This is an optimization exercise on Yosys and OpenROAD, whose aim is small area, a short achievable clock period and few clock cycles per item, not a production implementation.
Where RTL was checked, it was by simulation tests only, not by an equivalence proof against the original.
Power is estimated from default activity; no workload was simulated.

==> inputs of build 19 <==
// mac_array_acc
module mac_array_acc #(
  parameter int DATA_WIDTH = 8,
  parameter int ACC_WIDTH  = 32,
  parameter int LANES      = 4,
  parameter int LEN_W      = 16
) (
  input  logic                        clk,
  input  logic                        rst_n,
  input  logic                        start,
  input  logic [LEN_W-1:0]            vec_len,
  input  logic [LANES*ACC_WIDTH-1:0]  bias,
  input  logic                        sat_en,
  input  logic                        in_valid,
  output logic                        in_ready,
  input  logic [LANES*DATA_WIDTH-1:0] operand_a,
  input  logic [LANES*DATA_WIDTH-1:0] operand_b,
  output logic                        out_valid,
  input  logic                        out_ready,
  output logic [LANES*ACC_WIDTH-1:0]  out_data,
  output logic [LANES-1:0]            overflow,
  output logic                        busy
);
  logic             r_in_ready;
  logic             r_out_valid;
  logic             r_fin;
  logic [LEN_W-1:0] r_cnt;
  logic             r_sat;
  logic             w_beat, w_load, w_last, w_empty;
  assign busy    = r_in_ready | r_fin | (r_out_valid & ~out_ready);
  assign w_load  = start & ~busy;
  assign w_beat  = in_valid & r_in_ready;
  assign w_last  = (r_cnt == LEN_W'(1));
  assign w_empty = (vec_len == '0);
  always_ff @(posedge clk or negedge rst_n) begin
    if (!rst_n) begin
      r_in_ready  <= 1'b0;
      r_out_valid <= 1'b0;
      r_fin       <= 1'b0;
    end else begin
      r_fin <= w_beat & w_last;
      if (w_load) begin
        r_in_ready  <= ~w_empty;
        r_out_valid <= w_empty;
      end else if (w_beat && w_last) begin
        r_in_ready  <= 1'b0;
      end else if (r_fin) begin
        r_out_valid <= 1'b1;
      end else if (out_ready) begin
        r_out_valid <= 1'b0;
      end
    end
  end
  always_ff @(posedge clk) begin
    if (w_load) begin
      r_cnt <= vec_len;
      r_sat <= sat_en;
    end else if (w_beat) begin
      r_cnt <= r_cnt - 1'b1;
    end
  end
  ...
==> module mac_array_acc, before the edit <==
module mac_array_acc #(
  parameter int DATA_WIDTH = 8,
  parameter int ACC_WIDTH  = 32,
  parameter int LANES      = 4,
  parameter int LEN_W      = 16
) (
  input  logic                        clk,
  input  logic                        rst_n,
  input  logic                        start,
  input  logic [LEN_W-1:0]            vec_len,
  input  logic [LANES*ACC_WIDTH-1:0]  bias,
  input  logic                        sat_en,
  input  logic                        in_valid,
  output logic                        in_ready,
  input  logic [LANES*DATA_WIDTH-1:0] operand_a,
  input  logic [LANES*DATA_WIDTH-1:0] operand_b,
  output logic                        out_valid,
  input  logic                        out_ready,
  output logic [LANES*ACC_WIDTH-1:0]  out_data,
  output logic [LANES-1:0]            overflow,
  output logic                        busy
);
  logic             r_in_ready;
  logic             r_out_valid;
  logic             r_fin;
  logic [LEN_W-1:0] r_cnt;
  logic             r_sat;
  logic             w_beat, w_load, w_last, w_empty;
  assign busy    = r_in_ready | r_fin | (r_out_valid & ~out_ready);
  assign w_load  = start & ~busy;
  assign w_beat  = in_valid & r_in_ready;
  assign w_last  = (r_cnt == LEN_W'(1));
  assign w_empty = (vec_len == '0);
  always_ff @(posedge clk or negedge rst_n) begin
    if (!rst_n) begin
      r_in_ready  <= 1'b0;
      r_out_valid <= 1'b0;
      r_fin       <= 1'b0;
    end else begin
      r_fin <= w_beat & w_last;
      if (w_load) begin
        r_in_ready  <= ~w_empty;
        r_out_valid <= w_empty;
      end else if (w_beat && w_last) begin
        r_in_ready  <= 1'b0;
      end else if (r_fin) begin
        r_out_valid <= 1'b1;
      end else if (out_ready) begin
        r_out_valid <= 1'b0;
      end
    end
  end
  always_ff @(posedge clk) begin
    if (w_load) begin
      r_cnt <= vec_len;
      r_sat <= sat_en;
    end else if (w_beat) begin
      r_cnt <= r_cnt - 1'b1;
    end
  end
  for (genvar g = 0; g < LANES; g++) begin : g_lane
    logic [DATA_WIDTH-1:0] a_g;
    logic [11:0]           w_be;
    logic [15:0]           w_p, r_p;
    logic [15:0]           s;
    logic                  c;
    logic [ACC_WIDTH-1:0]  r_acc;
    logic                  r_ovf;
    logic [15:0]           hi, hi_nxt, lo_nxt;
    logic [15:0]           ones_below, zeros_below, m_up, m_dn;
    logic                  up, dn, v;
    logic                  is_max, is_min, sat_max, sat_min;
    assign a_g = operand_a[g*DATA_WIDTH +: DATA_WIDTH] & {DATA_WIDTH{w_beat}};
    mac_booth_enc u_enc (
      .b  (operand_b[g*DATA_WIDTH +: DATA_WIDTH]),
      .be (w_be)
    );
    mac_mul u_mul (
      .a  (a_g),
      .be (w_be),
      .p  (w_p)
    );
    always_ff @(posedge clk) begin
      r_p <= w_p;
    end
    mac_add16 u_add (
      .x (r_acc[15:0]),
      .y (r_p),
      .s (s),
      .c (c)
    );
    assign hi = r_acc[31:16];
    always_comb begin
      ones_below[0]  = 1'b1;
      zeros_below[0] = 1'b1;
      for (int i = 1; i < 16; i++) begin
        ones_below[i]  = ones_below[i-1] & hi[i-1];
        zeros_below[i] = zeros_below[i-1] & ~hi[i-1];
      end
    end
    assign is_max  = ones_below[15] & ~hi[15];
    assign is_min  = zeros_below[15] & hi[15];
    assign sat_max = r_sat & is_max;
    assign sat_min = r_sat & is_min;
    assign m_up    = ones_below & {16{~sat_max}};
    assign m_dn    = zeros_below & {16{~sat_min}};
    assign up  = c & ~r_p[15];
    assign dn  = ~c & r_p[15];
    assign v   = (up & is_max) | (dn & is_min);
    assign hi_nxt = hi ^ (({16{up}} & m_up) | ({16{dn}} & m_dn));
    assign lo_nxt = (s | {16{up & sat_max}}) & ~{16{dn & sat_min}};
    always_ff @(posedge clk) begin
      if (w_load) begin
        r_acc <= bias[g*ACC_WIDTH +: ACC_WIDTH];
        r_ovf <= 1'b0;
      end else begin
        r_acc <= {hi_nxt, lo_nxt};
        r_ovf <= r_ovf | v;
      end
    end
    assign out_data[g*ACC_WIDTH +: ACC_WIDTH] = r_acc;
    assign overflow[g] = r_ovf;
  end
  assign in_ready  = r_in_ready;
  assign out_valid = r_out_valid;
endmodule
clock: 5.5 ns
lec_check: 0
abc_area: 1
cap_margin: 20
core_margin: 2
core_utilization: 45
slew_margin: 20
run.sh (not shown) runs the stock make flow with config.mk's settings and CLKGATE_MAP_FILE= SYNTH_SCRIPT=/design/flow/synth_recipe.tcl, a recipe that flattens the netlist after the stock synthesis.
==> trial 39 (differences from build 19) <==
--- a/flow/design.v
+++ b/flow/design.v
@@ -22,11 +22,10 @@
 );
   logic             r_in_ready;
   logic             r_out_valid;
-  logic             r_fin;
   logic [LEN_W-1:0] r_cnt;
   logic             r_sat;
   logic             w_beat, w_load, w_last, w_empty;
-  assign busy    = r_in_ready | r_fin | (r_out_valid & ~out_ready);
+  assign busy    = r_in_ready | (r_out_valid & ~out_ready);
   assign w_load  = start & ~busy;
   assign w_beat  = in_valid & r_in_ready;
   assign w_last  = (r_cnt == LEN_W'(1));
@@ -35,15 +34,12 @@
     if (!rst_n) begin
       r_in_ready  <= 1'b0;
       r_out_valid <= 1'b0;
-      r_fin       <= 1'b0;
     end else begin
-      r_fin <= w_beat & w_last;
       if (w_load) begin
         r_in_ready  <= ~w_empty;
         r_out_valid <= w_empty;
       end else if (w_beat && w_last) begin
         r_in_ready  <= 1'b0;
-      end else if (r_fin) begin
         r_out_valid <= 1'b1;
       end else if (out_ready) begin
         r_out_valid <= 1'b0;
@@ -61,14 +57,14 @@
   for (genvar g = 0; g < LANES; g++) begin : g_lane
     logic [DATA_WIDTH-1:0] a_g;
     logic [11:0]           w_be;
-    logic [15:0]           w_p, r_p;
+    logic [15:0]           w_p, r_p, p_g;
     logic [15:0]           s;
     logic                  c;
     logic [ACC_WIDTH-1:0]  r_acc;
     logic                  r_ovf;
     logic [15:0]           hi, hi_nxt, lo_nxt;
-    logic [15:0]           ones_below, zeros_below, m_up, m_dn;
-    logic                  up, dn, v;
+    logic [15:0]           ones_below, zeros_below, m_up, m_dn, hi_c0, hi_c1;
+    logic                  p_neg, f1, f0, v;
     logic                  is_max, is_min, sat_max, sat_min;
     assign a_g = operand_a[g*DATA_WIDTH +: DATA_WIDTH] & {DATA_WIDTH{w_beat}};
     mac_booth_enc u_enc (
@@ -83,9 +79,10 @@
     always_ff @(posedge clk) begin
       r_p <= w_p;
     end
+    assign p_g = r_p;
     mac_add16 u_add (
       .x (r_acc[15:0]),
-      .y (r_p),
+      .y (p_g),
       .s (s),
       .c (c)
     );
@@ -104,11 +101,14 @@
     assign sat_min = r_sat & is_min;
     assign m_up    = ones_below & {16{~sat_max}};
     assign m_dn    = zeros_below & {16{~sat_min}};
-    assign up  = c & ~r_p[15];
-    assign dn  = ~c & r_p[15];
-    assign v   = (up & is_max) | (dn & is_min);
-    assign hi_nxt = hi ^ (({16{up}} & m_up) | ({16{dn}} & m_dn));
-    assign lo_nxt = (s | {16{up & sat_max}}) & ~{16{dn & sat_min}};
+    assign p_neg = p_g[15];
+    assign hi_c1 = p_neg ? hi : (hi ^ m_up);
+    assign hi_c0 = p_neg ? (hi ^ m_dn) : hi;
+    assign hi_nxt = c ? hi_c1 : hi_c0;
+    assign v  = c ? (~p_neg & is_max) : (p_neg & is_min);
+    assign f1 = c & ~p_neg & sat_max;
+    assign f0 = ~c & p_neg & sat_min;
+    assign lo_nxt = (s | {16{f1}}) & ~{16{f0}};
     always_ff @(posedge clk) begin
       if (w_load) begin
         r_acc <= bias[g*ACC_WIDTH +: ACC_WIDTH];
@@ -118,8 +118,8 @@
         r_ovf <= r_ovf | v;
       end
     end
-    assign out_data[g*ACC_WIDTH +: ACC_WIDTH] = r_acc;
-    assign overflow[g] = r_ovf;
+    assign out_data[g*ACC_WIDTH +: ACC_WIDTH] = {hi_nxt, lo_nxt};
+    assign overflow[g] = r_ovf | v;
   end
   assign in_ready  = r_in_ready;
   assign out_valid = r_out_valid;
==> flow/flow/run.sh (new file) <==
#!/bin/bash
# The standard layout, with the smallest plain buffer on every port in
# place of the default port buffer cell, and a clock tree without dummy
# loads and with larger sink clusters.
set -euo pipefail
bash standard.sh \
  'BUFFER_PORTS_ARGS=-buffer_cell sky130_fd_sc_hd__buf_1' \
  'CTS_ARGS=-sink_clustering_enable -repair_clock_nets -dont_use_dummy_load -sink_clustering_size 30 -sink_clustering_max_diameter 80' \
  finish > standard.log 2>&1
==> flow/standard.sh (new file) <==
#!/bin/bash
# synth_recipe.tcl (not shown) runs the flow's synth.tcl, then flattens the netlist and writes it again
# the make line also repeats each setting of config.mk as NAME=value (left out here)
make -C /OpenROAD-flow-scripts/flow DESIGN_CONFIG=/design/flow/config.mk WORK_HOME=/design/flow/orfs CLKGATE_MAP_FILE= SYNTH_SCRIPT=/design/flow/synth_recipe.tcl "${@:-finish}"
CORE_UTILIZATION = 55   (was 45)
SETUP_SLACK_MARGIN = 1.1   (was default)
removed: flow/run.sh
==> summary.txt <==
Run status
The run finished with no timing, DRC or antenna violations.

Setup path
The kind of cell with the highest combined delay along the critical path is simple AND/OR/NAND/NOR gates.

Drt
The highest metal layer with signal wires is met4.

Cells and area
At the end of the flow the core is filled with cells to 65.6%. The final-layout clock-cell area share is 1.88%. The sequential cell count of the final layout is 215.

STA
The shortest clock period the worst path allows after layout is 4250 ps. For the pin with the worst max-slew slack, the measured transition is 1000 ps.

Clocking
The number of buffers inserted to repair setup after CTS is 15.

Die
The effective utilization at floorplan is 56.0%. The die covers 36700 um^2.

Pwr
The cell-internal power is 7.88 mW.

Place
Once detailed placement completed, the half-perimeter wirelength came to 42.8 mm.

Logic synthesis
The fraction of the mapped netlist area in simple logic gates is 24.5%.
That was trial 39.
==> summary.txt <==
Die
The die area is 43800 um^2. The initial utilization of the core area, before any placement, comes to 45.4%.

Drt
The highest metal layer carrying signal wires in the routed design is met5.

Cells and area
Cells fill 57.8% of the core in the end. Of all the cell area in the finished design, the clock network holds 4.14%.

Logic synthesis
Summing the areas of all and, or, nand and nor instances in the mapped netlist gives 27.4% of the synthesized area.

Pwr
The cell-internal power is 7.94 mW.

Run status
The run finished with no timing, DRC or antenna violations.
That was build 19.
Testbench counts of trial 39, summed over its fixed seeds: cycles 5,520, jobs 320.
The RTL of build 19 was laid out without a check of its function.

==> separate check: timing with driven ports <==
In the flow no input, the clock included, has a driving cell. The finished layouts below were timed again as built, in two steps. Step 1, drivers: a clkbuf_16 drives clk and a buf_2 each remaining input, both assumed. Step 2, shift: input delay + t, output delay - t, t = (earliest + latest rising clock arrival at the registers) / 2. This alone moves slack from input paths to output paths. Slacks: no drivers / after step 1 / after step 2; pairs: no drivers / after step 1.
run	shift t [ns]	setup WS [ns]	worst setup path at the end
build 19	0.611	0.667 / 0.695 / 0.084	input to register
trial 39	0.548	1.247 / 1.190 / 0.749	input to register
After both steps every run listed still meets setup and hold. The setup slack of build 19, which loses most, moves by +0.028 ns with the drivers and by -0.583 ns with both steps.
